What follows belongs to an exercise in optimizing a design on an open flow for small area, a short achievable clock period and few clock cycles per item; a production flow would make more cautious choices. Only simulation tests tie the RTL to the original design; equivalence was not proved. Power and IR drop assume default switching activity.

## modular_exponentiation_unit
module modular_exponentiation_unit
#(
    parameter int VALUE_WIDTH = 32
) (
    input  wire logic                   i_clk,
    input  wire logic                   i_rst_n,
    input  wire logic                   i_start,
    input  wire logic [VALUE_WIDTH-1:0] i_base_value,
    input  wire logic                   i_is_last,
    output logic                        o_busy,
    output logic                        o_done,
    output logic [VALUE_WIDTH-1:0]      o_power_value,
    output logic                        o_last_out,
    input  wire logic                   i_cfg_we,
    input  wire logic [modexp_pkg::CFG_IDX_W-1:0]  i_cfg_index,
    input  wire logic [modexp_pkg::CFG_DATA_W-1:0] i_cfg_data
);
export LEC_CHECK = 0
export CAP_MARGIN = 20
export CORE_MARGIN = 2
export CORE_UTILIZATION = 40
export PLACE_DENSITY = 0.5
export SETUP_SLACK_MARGIN = 4.75
export SLEW_MARGIN = 20
create_clock -name core_clock -period 9.0 [get_ports {i_clk}]
standard.sh (not shown) runs the stock make flow with config.mk's settings and CLKGATE_MAP_FILE= SYNTH_SCRIPT=/design/flow/synth_recipe.tcl, a recipe that flattens the netlist after the stock synthesis.
==> flow/flow/run.sh <==
#!/bin/bash
# the standard layout, with the port buffers made from the smallest buffer cell
set -euo pipefail
export BUFFER_PORTS_ARGS="-buffer_cell sky130_fd_sc_hd__buf_1"
bash standard.sh > standard.log 2>&1
Testbench counts at the start, summed over its fixed seeds: cycles 365,233, items 256.
Rerun with:
--- a/flow/config.mk
+++ b/flow/config.mk
@@ -10,2 +10 @@
-export CORE_UTILIZATION = 40
-export PLACE_DENSITY = 0.5
+export CORE_UTILIZATION = 30
Effect: The new run completed without violations. Wire length rises by 2.4%. Flip-flop and latch count does not change. Worst setup slack gets worse by 0.011 ns. Power increases by 3.1%. Critical path depth came out lower by 2. Maximum frequency hardly moves. Design area climbs by 1.8%. Combinational power grows by about 4%. Worst hold slack is about the same. Clock power came out higher by 8.2%. Die area goes up by 33%.

---

Another version of the RTL of modular_exponentiation_unit (not shown whole).
For scale: about 110 I/O pins, about 14000 µm² of cells after synthesis.
Settings: LEC_CHECK=0, CAP_MARGIN=20, CORE_MARGIN=2, CORE_UTILIZATION=40, SETUP_SLACK_MARGIN=5, SLEW_MARGIN=20; clock period 9.0 ns.
run.sh (not shown) runs the stock make flow with config.mk's settings and CLKGATE_MAP_FILE= SYNTH_SCRIPT=/design/flow/synth_recipe.tcl, a recipe that flattens the netlist after the stock synthesis.
Stock flow here: none of the scripts above is used.
Testbench counts at the start, summed over its fixed seeds: cycles 369,088, items 256.
==> next run, changes <==
==> flow/flow/run.sh (new file) <==
#!/bin/bash
# the standard layout, with the port buffers made from the smallest buffer cell
set -euo pipefail
export BUFFER_PORTS_ARGS="-buffer_cell sky130_fd_sc_hd__buf_1"
bash standard.sh > standard.log 2>&1
==> flow/standard.sh (new file) <==
#!/bin/bash
# synth_recipe.tcl (not shown) runs the flow's synth.tcl, then flattens the netlist and writes it again
# the make line also repeats each setting of config.mk as NAME=value (left out here)
make -C /OpenROAD-flow-scripts/flow DESIGN_CONFIG=/design/flow/config.mk WORK_HOME=/design/flow/orfs CLKGATE_MAP_FILE= SYNTH_SCRIPT=/design/flow/synth_recipe.tcl "${@:-finish}"
CTS_BUF_LIST = sky130_fd_sc_hd__clkbuf_4 sky130_fd_sc_hd__clkbuf_8   (was default)
removed: flow/run.sh
Result: Critical path depth rises by 1. Sequential cell count does not change. Power falls by a little under a tenth. Routed wire length falls slightly. Non-clock buffer count rises by 9. Via count rises slightly. Worst hold slack hardly moves. First-iteration DRC count falls by a few percent. Setup slack gains 77 ps.

---

RTL: one of the versions met above, not the one the previous note started from.
Size: roughly 1,500 cells after synthesis, ~180 flip-flops, about 14,000 sq um of cells after synthesis.
==> flow/config.mk <==
export PLATFORM = sky130hd
export DESIGN_NAME = modular_exponentiation_unit
export DESIGN_NICKNAME = modular_exponentiation_unit
export VERILOG_FILES = /design/flow/design.v
export SDC_FILE = /design/flow/constraint.sdc
export NUM_CORES = 4
export LEC_CHECK = 0
export CAP_MARGIN = 20
export CORE_MARGIN = 2
export CORE_UTILIZATION = 40
export GPL_ROUTABILITY_DRIVEN = 0
export SETUP_SLACK_MARGIN = 4.75
export SLEW_MARGIN = 20
==> flow/constraint.sdc <==
create_clock -name core_clock -period 9.0 [get_ports {i_clk}]
set_input_delay 1.8000 -clock core_clock [delete_from_list [all_inputs] [get_ports {i_clk}]]
set_output_delay 1.8000 -clock core_clock [all_outputs]
set_load 0.01 [all_outputs]
standard.sh (not shown) runs the stock make flow with config.mk's settings and CLKGATE_MAP_FILE= SYNTH_SCRIPT=/design/flow/synth_recipe.tcl, a recipe that flattens the netlist after the stock synthesis.
==> flow/flow/run.sh <==
#!/bin/bash
# the standard layout, with the port buffers made from the smallest buffer cell
set -euo pipefail
export BUFFER_PORTS_ARGS="-buffer_cell sky130_fd_sc_hd__buf_1"
bash standard.sh > standard.log 2>&1
Testbench counts at the start, summed over its fixed seeds: cycles 365,233, items 256.
Next try:
Settings changed: CELL_PAD_IN_SITES_DETAIL_PLACEMENT set to 0, CELL_PAD_IN_SITES_GLOBAL_PLACEMENT set to 0, GPL_ROUTABILITY_DRIVEN 0 to not set.
The changed run ran to the end with no violations.
Critical path depth is lower by 1.
Area after synthesis is unchanged.
Die area is unchanged.
Clock power is lower by 5.1%.
Setup slack is better by 0.040 ns.
Routed wire length is lower by 1.6%.
Sequential cell count stays the same.
Via count is lower by 2.2%.
Final cell count is about the same.
Sequential share of layout area is higher by 0.46 points.
Next try:
Settings changed: CELL_PAD_IN_SITES_DETAIL_PLACEMENT 0 to not set, CELL_PAD_IN_SITES_GLOBAL_PLACEMENT 0 to not set, SETUP_SLACK_MARGIN 4.75 to 4.0.
=> Wire length fell by 0.67%. Sequential power is about the same. Clock-buffer cell count does not change. Setup slack loses 0.53 ns. Utilization fell by 1.1 points. Worst hold slack loses 0.0039 ns. Fmax fell by 11%. Total power fell by about 0.5%. Clock skew fell by 0.0072 ns. Global-route usage fell by 0.12 points. First-iteration DRC count rose by about 8%.

static timing again, ports no longer ideal:
In the flow no input, the clock included, has a driving cell. The finished layouts below were timed again as built, in two steps.
Step 1 assumes that a clkbuf_16 drives the clock port and a buf_2 every other input.
Step 2, shift: input delay + t, output delay - t, t = (earliest + latest rising clock arrival at the registers) / 2. This alone moves slack from input paths to output paths.
Slacks: ideal / step 1 / step 2; pairs: ideal / step 1.
run	t, ns	slack for setup (ns)	hold slack, ns	pins driven straight from the clock port
the first run of note 1	0.506	4.788 / 4.788 / 4.788	0.495 / 0.495 / 0.495	1
the second run of note 1	0.511	4.777 / 4.777 / 4.777	0.493 / 0.493 / 0.493	1
the first run of note 2	0.498	4.805 / 4.805 / 4.805	0.483 / 0.483 / 0.483	1
the second run of note 2	0.560	4.882 / 4.882 / 4.882	0.482 / 0.482 / 0.482	1
the first run of note 3	0.513	4.823 / 4.823 / 4.823	0.492 / 0.492 / 0.492	1
the second run of note 3	0.514	4.863 / 4.863 / 4.863	0.494 / 0.494 / 0.494	1
the third run of note 3	0.506	4.336 / 4.336 / 4.336	0.490 / 0.490 / 0.490	1
After both steps every run listed still meets setup and hold.
